Context: an optimization exercise on an open-source flow, tuned for small area, a short achievable clock period and few clock cycles per item. The choices shown serve that exercise and are no tape-out recipe.
RTL that was checked went through simulation tests only; none was proved equivalent to the original.
Power figures rest on the tool's default switching activity, not on a simulated workload.

// reorder_buffer_commit_retire_unit
module reorder_buffer_commit_retire_unit
#(
    parameter int RING_DEPTH = 64
) (
    input  wire logic                  i_clk,
    input  wire logic                  i_rst_n,
    input  wire logic                  start,
    output logic                       busy,
    input  wire logic [35:0]           i_cmd,
    output logic                       o_done,
    output logic [101:0]               o_result,
    input  wire logic                  i_cfg_we,
    input  wire logic [1:0]            i_cfg_index,
    input  wire logic [6:0]            i_cfg_data
);
    rbcr_pkg::t_in       cmd;
    rbcr_pkg::t_out      result;
    assign cmd      = i_cmd;
    assign o_result = result;
    rbcr_datapath u_datapath (
        .i_clk       (i_clk),
        .i_rst_n     (i_rst_n),
        .i_start     (start),
        .i_cfg_we    (i_cfg_we),
        .i_cfg_index (i_cfg_index),
        .i_cfg_data  (i_cfg_data),
        .i_cmd       (cmd),
        .o_busy      (busy),
        .o_done      (o_done),
        .o_result    (result)
    );
endmodule
Settings: LEC_CHECK=0, CAP_MARGIN=20, CORE_MARGIN=2, CORE_UTILIZATION=40, SETUP_SLACK_MARGIN=1.8, SLEW_MARGIN=20; clock period 5.0 ns.
standard.sh (not shown) runs the stock make flow with config.mk's settings and CLKGATE_MAP_FILE= SYNTH_SCRIPT=/design/flow/synth_recipe.tcl, a recipe that flattens the netlist after the stock synthesis.
==> flow/flow/run.sh <==
#!/bin/bash
# The standard layout, with resizer and synthesis options changed:
# - the port buffers are plain buffers (the default pick is a slow delay buffer);
# - resizing may swap a cell for one of another footprint;
# - adders are left to ABC instead of being mapped to the library's
#   ripple full/half-adder cells, so ABC can restructure them for speed.
set -euo pipefail
bash standard.sh "BUFFER_PORTS_ARGS=-buffer_cell sky130_fd_sc_hd__buf_1" \
    MATCH_CELL_FOOTPRINT=0 ADDER_MAP_FILE= finish > make_finish.log 2>&1
Testbench counts at the start, summed over its fixed seeds: cycles 24,121, items 24,000.
Next try:
--- a/flow/design.v
+++ b/flow/design.v
@@ -92,13 +92,13 @@
     wire  [2:0]  mode = i_cmd.mode;
     wire  [5:0]  slot = i_cmd.slot;
     logic        scan_step;
     logic [5:0]  run;
     logic [5:0]  probe_inc;
     assign scan_step = (r_com != '0) && (r_probe != r_commit) && r_marks[r_probe];
-    assign run       = r_probe - r_head;     
+    assign run       = sub6(r_probe, r_head);     
     assign probe_inc = r_probe + 1'b1;
     function automatic logic [5:0] sub6(input logic [5:0] a, input logic [5:0] b);
         logic [5:0] p, g, gg, pp;
         p = a ^ ~b;
         g = a & ~b;
         gg = g;
@@ -134,13 +134,13 @@
     assign is_retire = acc && (mode == rbcr_pkg::MODE_RETIRE);
     assign is_flush  = acc && (mode == rbcr_pkg::MODE_FLUSH);
     assign is_query  = acc && (mode == rbcr_pkg::MODE_QUERY);
     assign full      = r_occ[6];              
     assign unc_zero  = (r_unc == '0);
     assign off       = sub6(slot, r_commit);
-    assign occ_base  = 6'(r_com) - r_commit;   
+    assign occ_base  = sub6(6'(r_com), r_commit);   
     assign flush_hit = r_unc[6] ||
                        ((r_commit <= r_tail) ? ((slot >= r_commit) && (slot < r_tail))
                                              : ((slot >= r_commit) || (slot < r_tail)));
     assign cur       = r_roc ? 8'(r_unc) : 8'(r_occ);
     assign room      = {1'b0, r_cap} - cur;      
     assign fits      = !room[7] && (7'(i_cmd.request_count) <= room[6:0]);
Outcome: The changed run finished with timing, DRC and antenna clean. Design area goes up by 2.7%. Global-route usage climbs by 0.18 points. Die area climbs by 1.9%. Setup slack degrades by 0.068 ns. Worst hold slack hardly moves. Routed wire length climbs by 2.9%.
The RTL of the second run of this note was laid out without a check of its function.

* * *

The RTL this note starts from:
==> flow/design.v <==
`timescale 1ns / 1ps
`default_nettype none
package rbcr_pkg;
    localparam int MODE_W    = 3;
    localparam int SLOT_W    = 6;
    localparam int TAG_W     = 16;
    localparam int UOP_W     = 4;
    localparam int REQ_W     = 7;
    localparam int CNT_W     = 7;
    localparam int CTR_W     = 32;
    localparam int CFG_IDX_W = 2;
    localparam int CFG_DAT_W = 7;
    localparam logic [MODE_W-1:0] MODE_ALLOC  = 3'd0;
    localparam logic [MODE_W-1:0] MODE_POP    = 3'd1;
    localparam logic [MODE_W-1:0] MODE_COMMIT = 3'd2;
    localparam logic [MODE_W-1:0] MODE_RETIRE = 3'd3;
    localparam logic [MODE_W-1:0] MODE_FLUSH  = 3'd4;
    localparam logic [MODE_W-1:0] MODE_QUERY  = 3'd5;
    localparam logic [1:0] ST_OK       = 2'd0;
    localparam logic [1:0] ST_FULL     = 2'd1;
    localparam logic [1:0] ST_EMPTY    = 2'd2;
    localparam logic [1:0] ST_MISMATCH = 2'd3;
    localparam logic [CFG_IDX_W-1:0] CFG_CAPACITY = 2'd0;
    localparam logic [CFG_IDX_W-1:0] CFG_REMOVE   = 2'd1;
    localparam logic [CFG_IDX_W-1:0] CFG_SIM      = 2'd2;
    typedef struct packed {
        logic [MODE_W-1:0] mode;
        logic [SLOT_W-1:0] slot;
        logic [TAG_W-1:0]  op_tag;
        logic [UOP_W-1:0]  uop_number;
        logic [REQ_W-1:0]  request_count;
    } t_in;
    typedef struct packed {
        logic [1:0]        status;
        logic [SLOT_W-1:0] alloc_slot;
        logic              can_allocate;
        logic [CNT_W-1:0]  flushed_count;
        logic [CNT_W-1:0]  freed_count;
        logic [CTR_W-1:0]  retired_ops_total;
        logic [CTR_W-1:0]  retired_insns_total;
        logic [CNT_W-1:0]  uncommitted_count;
        logic [CNT_W-1:0]  committed_count;
        logic              all_empty;
    } t_out;
    typedef struct packed {
        logic capture;
        logic exec;
        logic drain_step;
    } t_ctrl_cmd;
    typedef struct packed {
        logic drain_req;
        logic drain_more;
    } t_dp_stat;
endpackage
`default_nettype wire
`timescale 1ns / 1ps
`default_nettype none
module rbcr_datapath
(
    input  wire logic                  i_clk,
    input  wire logic                  i_rst_n,
    input  wire logic                  i_start,
    input  wire logic                  i_cfg_we,
    input  wire logic [1:0]            i_cfg_index,
    input  wire logic [6:0]            i_cfg_data,
    input  rbcr_pkg::t_in              i_cmd,
    output logic                       o_busy,
    output logic                       o_done,
    output rbcr_pkg::t_out             o_result
);
    logic [5:0]  r_head, r_commit, r_tail;
    logic [6:0]  r_com, r_unc;
    logic [31:0] r_ops, r_insns;
    logic [63:0] r_marks;
    logic [63:0] r_zero;
    logic [6:0]  r_cap;
    logic        r_roc;
    logic        r_sim;
    logic        r_done;
    logic        r_wait;
    logic [5:0]  r_probe;
    logic [1:0]  r_status, n_status;
    localparam logic [1:0] K_NONE = 2'd0, K_ALLOC = 2'd1, K_FLUSH = 2'd2, K_FREED = 2'd3;
    logic [6:0]  r_val, n_val;
    logic [1:0]  r_kind, n_kind;
    logic        r_can, n_can;
    logic [5:0]  n_head, n_commit, n_tail;
    logic [6:0]  n_com, n_unc;
    logic [6:0]  r_occ, n_occ;
    logic [5:0]  occ_base;
    logic [5:0]  n_probe;
    wire  [2:0]  mode = i_cmd.mode;
    wire  [5:0]  slot = i_cmd.slot;
    logic        scan_step;
    logic [5:0]  run;
    logic [5:0]  probe_inc;
    assign scan_step = (r_com != '0) && (r_probe != r_commit) && r_marks[r_probe];
    assign run       = r_probe - r_head;     
    assign probe_inc = r_probe + 1'b1;
    function automatic logic [5:0] sub6(input logic [5:0] a, input logic [5:0] b);
        logic [5:0] p, g, gg, pp;
        p = a ^ ~b;
        g = a & ~b;
        gg = g;
        pp = p;
        gg[0] = g[0] | p[0];
        for (int d = 1; d < 6; d = d * 2) begin
            for (int i = 5; i >= d; i--) begin
                gg[i] = gg[i] | (pp[i] & gg[i-d]);
                pp[i] = pp[i] & pp[i-d];
            end
        end
        sub6 = p ^ {gg[4:0], 1'b1};
    endfunction
    logic        acc;
    logic        is_alloc, is_pop, is_commit, is_retire, is_flush, is_query;
    logic        full;
    logic        unc_zero;
    logic [5:0]  off;
    logic        flush_hit;
    logic [7:0]  cur;
    logic [7:0]  room;
    logic        fits;
    logic        in_com;
    logic        head_ret;
    logic        drain;
    logic        set_mark;
    logic        alloc_ok;
    logic        uop_zero;
    assign acc       = i_start && !r_wait;
    assign is_alloc  = acc && (mode == rbcr_pkg::MODE_ALLOC);
    assign is_pop    = acc && (mode == rbcr_pkg::MODE_POP);
    assign is_commit = acc && (mode == rbcr_pkg::MODE_COMMIT);
    assign is_retire = acc && (mode == rbcr_pkg::MODE_RETIRE);
    assign is_flush  = acc && (mode == rbcr_pkg::MODE_FLUSH);
    assign is_query  = acc && (mode == rbcr_pkg::MODE_QUERY);
    assign full      = r_occ[6];              
    assign unc_zero  = (r_unc == '0);
    assign off       = sub6(slot, r_commit);
    assign occ_base  = 6'(r_com) - r_commit;   
    assign flush_hit = r_unc[6] ||
                       ((r_commit <= r_tail) ? ((slot >= r_commit) && (slot < r_tail))
                                             : ((slot >= r_commit) || (slot < r_tail)));
    assign cur       = r_roc ? 8'(r_unc) : 8'(r_occ);
    assign room      = {1'b0, r_cap} - cur;      
    assign fits      = !room[7] && (7'(i_cmd.request_count) <= room[6:0]);
    assign in_com    = r_com[6] ||
                       ((r_head <= r_commit) ? ((slot >= r_head) && (slot < r_commit))
                                             : ((slot >= r_head) || (slot < r_commit)));
    assign alloc_ok  = is_alloc && !full;
    assign uop_zero  = (i_cmd.uop_number == '0);
    assign head_ret  = is_retire && r_sim && (slot == r_head) && (r_com != '0);
    assign drain     = (head_ret || r_wait) && !scan_step;
    assign set_mark  = is_retire && r_sim && in_com;
    always_comb begin
        n_head    = r_head;
        n_commit  = r_commit;
        n_tail    = r_tail;
        n_com     = r_com;
        n_unc     = r_unc;
        n_occ     = r_occ;
        n_probe   = (scan_step || drain) ? probe_inc : r_probe;
        n_status  = rbcr_pkg::ST_OK;
        n_val     = {slot == r_tail, sub6(r_tail, slot)};    
        n_kind    = K_NONE;
        n_can     = 1'b0;
        if (is_alloc) begin
            if (full) begin
                n_status = rbcr_pkg::ST_FULL;
            end else begin
                n_val   = 7'(r_tail);
                n_kind  = K_ALLOC;
                n_tail  = r_tail + 1'b1;
                n_unc   = r_unc + 1'b1;
                n_occ   = r_occ + 1'b1;
            end
        end
        if (is_pop) begin
            if (unc_zero) begin
                n_status = rbcr_pkg::ST_EMPTY;
            end else begin
                n_tail = r_tail - 1'b1;
                n_unc  = r_unc - 1'b1;
                n_occ  = r_occ - 1'b1;
            end
        end
        if (is_commit && r_sim) begin
            if (unc_zero) begin
                n_status = rbcr_pkg::ST_EMPTY;
            end else begin
                if (slot != r_commit) n_status = rbcr_pkg::ST_MISMATCH;
                n_commit = r_commit + 1'b1;
                n_unc    = r_unc - 1'b1;
                n_com    = r_com + 1'b1;
            end
        end
        if (drain) begin
            n_head  = r_probe;
            n_com   = {1'b0, sub6(r_commit, r_probe)};
            n_val   = {run == '0, run};
            n_kind  = K_FREED;
            n_occ   = {1'b0, sub6(r_tail, r_probe)};    
        end
        if (is_flush && flush_hit) begin
            n_kind    = K_FLUSH;
            n_occ     = {1'b0, 6'(occ_base + slot)};    
            n_unc     = 7'(off);
            n_tail    = slot;
        end
        if (is_query) begin
            n_can = fits;
        end
    end
    always_ff @(posedge i_clk) begin
        if (!i_rst_n) begin
            r_head   <= '0;
            r_commit <= '0;
            r_tail   <= '0;
            r_com    <= '0;
            r_unc    <= '0;
            r_probe  <= 6'd1;
            r_ops    <= '0;
            r_insns  <= '0;
            r_occ    <= '0;
            r_cap    <= 7'd64;
            r_roc    <= 1'b0;
            r_sim    <= 1'b1;
            r_done   <= 1'b0;
            r_wait   <= 1'b0;
        end else begin
            r_head   <= n_head;
            r_commit <= n_commit;
            r_tail   <= n_tail;
            r_com    <= n_com;
            r_unc    <= n_unc;
            r_occ    <= n_occ;
            r_probe  <= n_probe;
            r_wait   <= (head_ret || r_wait) && scan_step;
            r_done   <= (acc && !head_ret) || drain;
            if (is_retire) r_ops <= r_ops + 1'b1;
            if (is_retire && slot_zero) r_insns <= r_insns + 1'b1;
            if (i_cfg_we) begin
                case (i_cfg_index)
                    rbcr_pkg::CFG_CAPACITY: r_cap <= i_cfg_data;
                    rbcr_pkg::CFG_REMOVE:   r_roc <= i_cfg_data[0];
                    rbcr_pkg::CFG_SIM:      r_sim <= i_cfg_data[0];
                    default: begin
                    end
                endcase
            end
        end
    end
    logic [7:0]  set_row, slot_row, slot_col, we_row, tail_col, zero_row;
    logic [63:0] we, set;
    logic        slot_zero;
    always_comb begin
        for (int j = 0; j < 8; j++) begin
            set_row[j]  = set_mark && (slot[5:3] == 3'(j));
            slot_row[j] = (slot[5:3] == 3'(j));
            slot_col[j] = (slot[2:0] == 3'(j));
            we_row[j]   = alloc_ok && (r_tail[5:3] == 3'(j));
            tail_col[j] = (r_tail[2:0] == 3'(j));
        end
        for (int i = 0; i < 64; i++) begin
            we[i]  = we_row[i / 8] && tail_col[i % 8];
            set[i] = set_row[i / 8] && slot_col[i % 8];
        end
        for (int j = 0; j < 8; j++) zero_row[j] = |(slot_col & r_zero[8*j +: 8]);
        slot_zero = |(slot_row & zero_row);
    end
    always_ff @(posedge i_clk) begin
        r_status  <= n_status;
        r_val     <= n_val;
        r_kind    <= n_kind;
        r_can     <= n_can;
        for (int i = 0; i < 64; i++) begin
            r_marks[i] <= set[i] || (r_marks[i] && !we[i]);
            if (we[i]) r_zero[i] <= uop_zero;
        end
    end
    assign o_busy = r_wait;
    assign o_done = r_done;
    assign o_result.status              = r_status;
    assign o_result.alloc_slot          = (r_kind == K_ALLOC) ? r_val[5:0] : '0;
    assign o_result.can_allocate        = r_can;
    assign o_result.flushed_count       = (r_kind == K_FLUSH) ? r_val : '0;
    assign o_result.freed_count         = (r_kind == K_FREED) ? r_val : '0;
    assign o_result.retired_ops_total   = r_ops;
    assign o_result.retired_insns_total = r_insns;
    assign o_result.uncommitted_count   = r_unc;
    assign o_result.committed_count     = r_com;
    assign o_result.all_empty           = (r_occ == '0);
endmodule
`default_nettype wire
`timescale 1ns / 1ps
`default_nettype none
module reorder_buffer_commit_retire_unit
#(
    parameter int RING_DEPTH = 64
) (
    input  wire logic                  i_clk,
    input  wire logic                  i_rst_n,
    input  wire logic                  start,
    output logic                       busy,
    input  wire logic [35:0]           i_cmd,
    output logic                       o_done,
    output logic [101:0]               o_result,
    input  wire logic                  i_cfg_we,
    input  wire logic [1:0]            i_cfg_index,
    input  wire logic [6:0]            i_cfg_data
);
    rbcr_pkg::t_in       cmd;
    rbcr_pkg::t_out      result;
    assign cmd      = i_cmd;
    assign o_result = result;
    rbcr_datapath u_datapath (
        .i_clk       (i_clk),
        .i_rst_n     (i_rst_n),
        .i_start     (start),
        .i_cfg_we    (i_cfg_we),
        .i_cfg_index (i_cfg_index),
        .i_cfg_data  (i_cfg_data),
        .i_cmd       (cmd),
        .o_busy      (busy),
        .o_done      (o_done),
        .o_result    (result)
    );
endmodule
`default_nettype wire
export LEC_CHECK = 0
export CAP_MARGIN = 20
export CORE_MARGIN = 2
export CORE_UTILIZATION = 40
export SETUP_SLACK_MARGIN = 1.8
export SLEW_MARGIN = 20
create_clock -name core_clock -period 5.0 [get_ports {i_clk}]
Scripts as last shown in full above: flow/flow/run.sh
Change:
--- a/flow/design.v
+++ b/flow/design.v
@@ -77,16 +77,16 @@
     logic        r_roc;
     logic        r_sim;
     logic        r_done;
     logic        r_wait;
     logic [5:0]  r_probe;
     logic [1:0]  r_status, n_status;
-    localparam logic [1:0] K_NONE = 2'd0, K_ALLOC = 2'd1, K_FLUSH = 2'd2, K_FREED = 2'd3;
-    logic [6:0]  r_val, n_val;
-    logic [1:0]  r_kind, n_kind;
+    logic [5:0]  r_alloc, n_alloc;
     logic        r_can, n_can;
+    logic [6:0]  r_flushed, n_flushed;
+    logic [6:0]  r_freed, n_freed;
     logic [5:0]  n_head, n_commit, n_tail;
     logic [6:0]  n_com, n_unc;
     logic [6:0]  r_occ, n_occ;
     logic [5:0]  occ_base;
     logic [5:0]  n_probe;
     wire  [2:0]  mode = i_cmd.mode;
@@ -94,27 +94,12 @@
     logic        scan_step;
     logic [5:0]  run;
     logic [5:0]  probe_inc;
     assign scan_step = (r_com != '0) && (r_probe != r_commit) && r_marks[r_probe];
     assign run       = r_probe - r_head;     
     assign probe_inc = r_probe + 1'b1;
-    function automatic logic [5:0] sub6(input logic [5:0] a, input logic [5:0] b);
-        logic [5:0] p, g, gg, pp;
-        p = a ^ ~b;
-        g = a & ~b;
-        gg = g;
-        pp = p;
-        gg[0] = g[0] | p[0];
-        for (int d = 1; d < 6; d = d * 2) begin
-            for (int i = 5; i >= d; i--) begin
-                gg[i] = gg[i] | (pp[i] & gg[i-d]);
-                pp[i] = pp[i] & pp[i-d];
-            end
-        end
-        sub6 = p ^ {gg[4:0], 1'b1};
-    endfunction
     logic        acc;
     logic        is_alloc, is_pop, is_commit, is_retire, is_flush, is_query;
     logic        full;
     logic        unc_zero;
     logic [5:0]  off;
     logic        flush_hit;
@@ -133,13 +118,13 @@
     assign is_commit = acc && (mode == rbcr_pkg::MODE_COMMIT);
     assign is_retire = acc && (mode == rbcr_pkg::MODE_RETIRE);
     assign is_flush  = acc && (mode == rbcr_pkg::MODE_FLUSH);
     assign is_query  = acc && (mode == rbcr_pkg::MODE_QUERY);
     assign full      = r_occ[6];              
     assign unc_zero  = (r_unc == '0);
-    assign off       = sub6(slot, r_commit);
+    assign off       = 6'(slot - r_commit);
     assign occ_base  = 6'(r_com) - r_commit;   
     assign flush_hit = r_unc[6] ||
                        ((r_commit <= r_tail) ? ((slot >= r_commit) && (slot < r_tail))
                                              : ((slot >= r_commit) || (slot < r_tail)));
     assign cur       = r_roc ? 8'(r_unc) : 8'(r_occ);
     assign room      = {1'b0, r_cap} - cur;      
@@ -158,21 +143,21 @@
         n_tail    = r_tail;
         n_com     = r_com;
         n_unc     = r_unc;
         n_occ     = r_occ;
         n_probe   = (scan_step || drain) ? probe_inc : r_probe;
         n_status  = rbcr_pkg::ST_OK;
-        n_val     = {slot == r_tail, sub6(r_tail, slot)};    
-        n_kind    = K_NONE;
+        n_alloc   = '0;
         n_can     = 1'b0;
+        n_flushed = '0;
+        n_freed   = '0;
         if (is_alloc) begin
             if (full) begin
                 n_status = rbcr_pkg::ST_FULL;
             end else begin
-                n_val   = 7'(r_tail);
-                n_kind  = K_ALLOC;
+                n_alloc = r_tail;
                 n_tail  = r_tail + 1'b1;
                 n_unc   = r_unc + 1'b1;
                 n_occ   = r_occ + 1'b1;
             end
         end
         if (is_pop) begin
@@ -193,19 +178,18 @@
                 n_unc    = r_unc - 1'b1;
                 n_com    = r_com + 1'b1;
             end
         end
         if (drain) begin
             n_head  = r_probe;
-            n_com   = {1'b0, sub6(r_commit, r_probe)};
-            n_val   = {run == '0, run};
-            n_kind  = K_FREED;
-            n_occ   = {1'b0, sub6(r_tail, r_probe)};    
+            n_com   = {1'b0, 6'(r_commit - r_probe)};
+            n_freed = {run == '0, run};
+            n_occ   = {1'b0, 6'(r_tail - r_probe)};    
         end
         if (is_flush && flush_hit) begin
-            n_kind    = K_FLUSH;
+            n_flushed = {slot == r_tail, 6'(r_tail - slot)};
             n_occ     = {1'b0, 6'(occ_base + slot)};    
             n_unc     = 7'(off);
             n_tail    = slot;
         end
         if (is_query) begin
             n_can = fits;
@@ -267,27 +251,28 @@
         end
         for (int j = 0; j < 8; j++) zero_row[j] = |(slot_col & r_zero[8*j +: 8]);
         slot_zero = |(slot_row & zero_row);
     end
     always_ff @(posedge i_clk) begin
         r_status  <= n_status;
-        r_val     <= n_val;
-        r_kind    <= n_kind;
+        r_alloc   <= n_alloc;
         r_can     <= n_can;
+        r_flushed <= n_flushed;
+        r_freed   <= n_freed;
         for (int i = 0; i < 64; i++) begin
             r_marks[i] <= set[i] || (r_marks[i] && !we[i]);
             if (we[i]) r_zero[i] <= uop_zero;
         end
     end
     assign o_busy = r_wait;
     assign o_done = r_done;
     assign o_result.status              = r_status;
-    assign o_result.alloc_slot          = (r_kind == K_ALLOC) ? r_val[5:0] : '0;
+    assign o_result.alloc_slot          = r_alloc;
     assign o_result.can_allocate        = r_can;
-    assign o_result.flushed_count       = (r_kind == K_FLUSH) ? r_val : '0;
-    assign o_result.freed_count         = (r_kind == K_FREED) ? r_val : '0;
+    assign o_result.flushed_count       = r_flushed;
+    assign o_result.freed_count         = r_freed;
     assign o_result.retired_ops_total   = r_ops;
     assign o_result.retired_insns_total = r_insns;
     assign o_result.uncommitted_count   = r_unc;
     assign o_result.committed_count     = r_com;
     assign o_result.all_empty           = (r_occ == '0);
 endmodule
Outcome: Register-to-register slack got worse by 0.28 ns; global-route usage barely changes; sequential share of layout area rose by 0.35 points; design area is higher by 2.9%; sequential cell count came out higher by 11; routed wire length goes up by 0.97%; total power grows by about 3%; setup slack loses 0.24 ns; count of clock-buffer cells in the layout drops by 1; hold slack is worse by 0.0070 ns; via count went up by 1.5%; first-iteration DRC count goes down by about 5%; core utilization goes up by 1.4 points; cell count came out higher by 1.3%.
No run of this note included a check of the RTL's function; only the layout flow was run.

what the ideal ports hide:
How much do the figures lean on ideal ports? The routed layouts below were timed once more, with nothing changed but the port constraints. Step 1 (the two cells are an assumption about what drives the block):
set clk [get_ports {i_clk}]
set_driving_cell -lib_cell sky130_fd_sc_hd__clkbuf_16 $clk
set_driving_cell -lib_cell sky130_fd_sc_hd__buf_2 [delete_from_list [all_inputs] $clk]
Step 2 adds t to the input delays and takes it off the output delays; t is the mean of the earliest and latest rising clock arrival at the registers after step 1. Input paths then give back, and output paths get back, about the clock's delay inside the block. Three values: ideal, step 1, step 2; two values: the first two.
run	t (ns)	setup slack, ns	clock arrival spread, ns	worst register clock-pin slew, ns	pins driven straight from the clock port
the first run of note 1	0.603	1.840 / 1.825 / 1.223	0.018 / 0.017	0.07 / 0.07	1
the second run of note 1	0.605	1.771 / 1.779 / 1.174	0.015 / 0.015	0.07 / 0.07	1
the first run of note 2	0.613	1.884 / 1.858 / 1.275	0.020 / 0.020	0.06 / 0.06	1
the second run of note 2	0.601	1.645 / 1.645 / 1.104	0.009 / 0.009	0.06 / 0.06	1
After both steps every run listed still meets setup and hold. The setup slack of the first run of note 1, which loses most, moves by -0.015 ns with the drivers and by -0.617 ns with both steps.
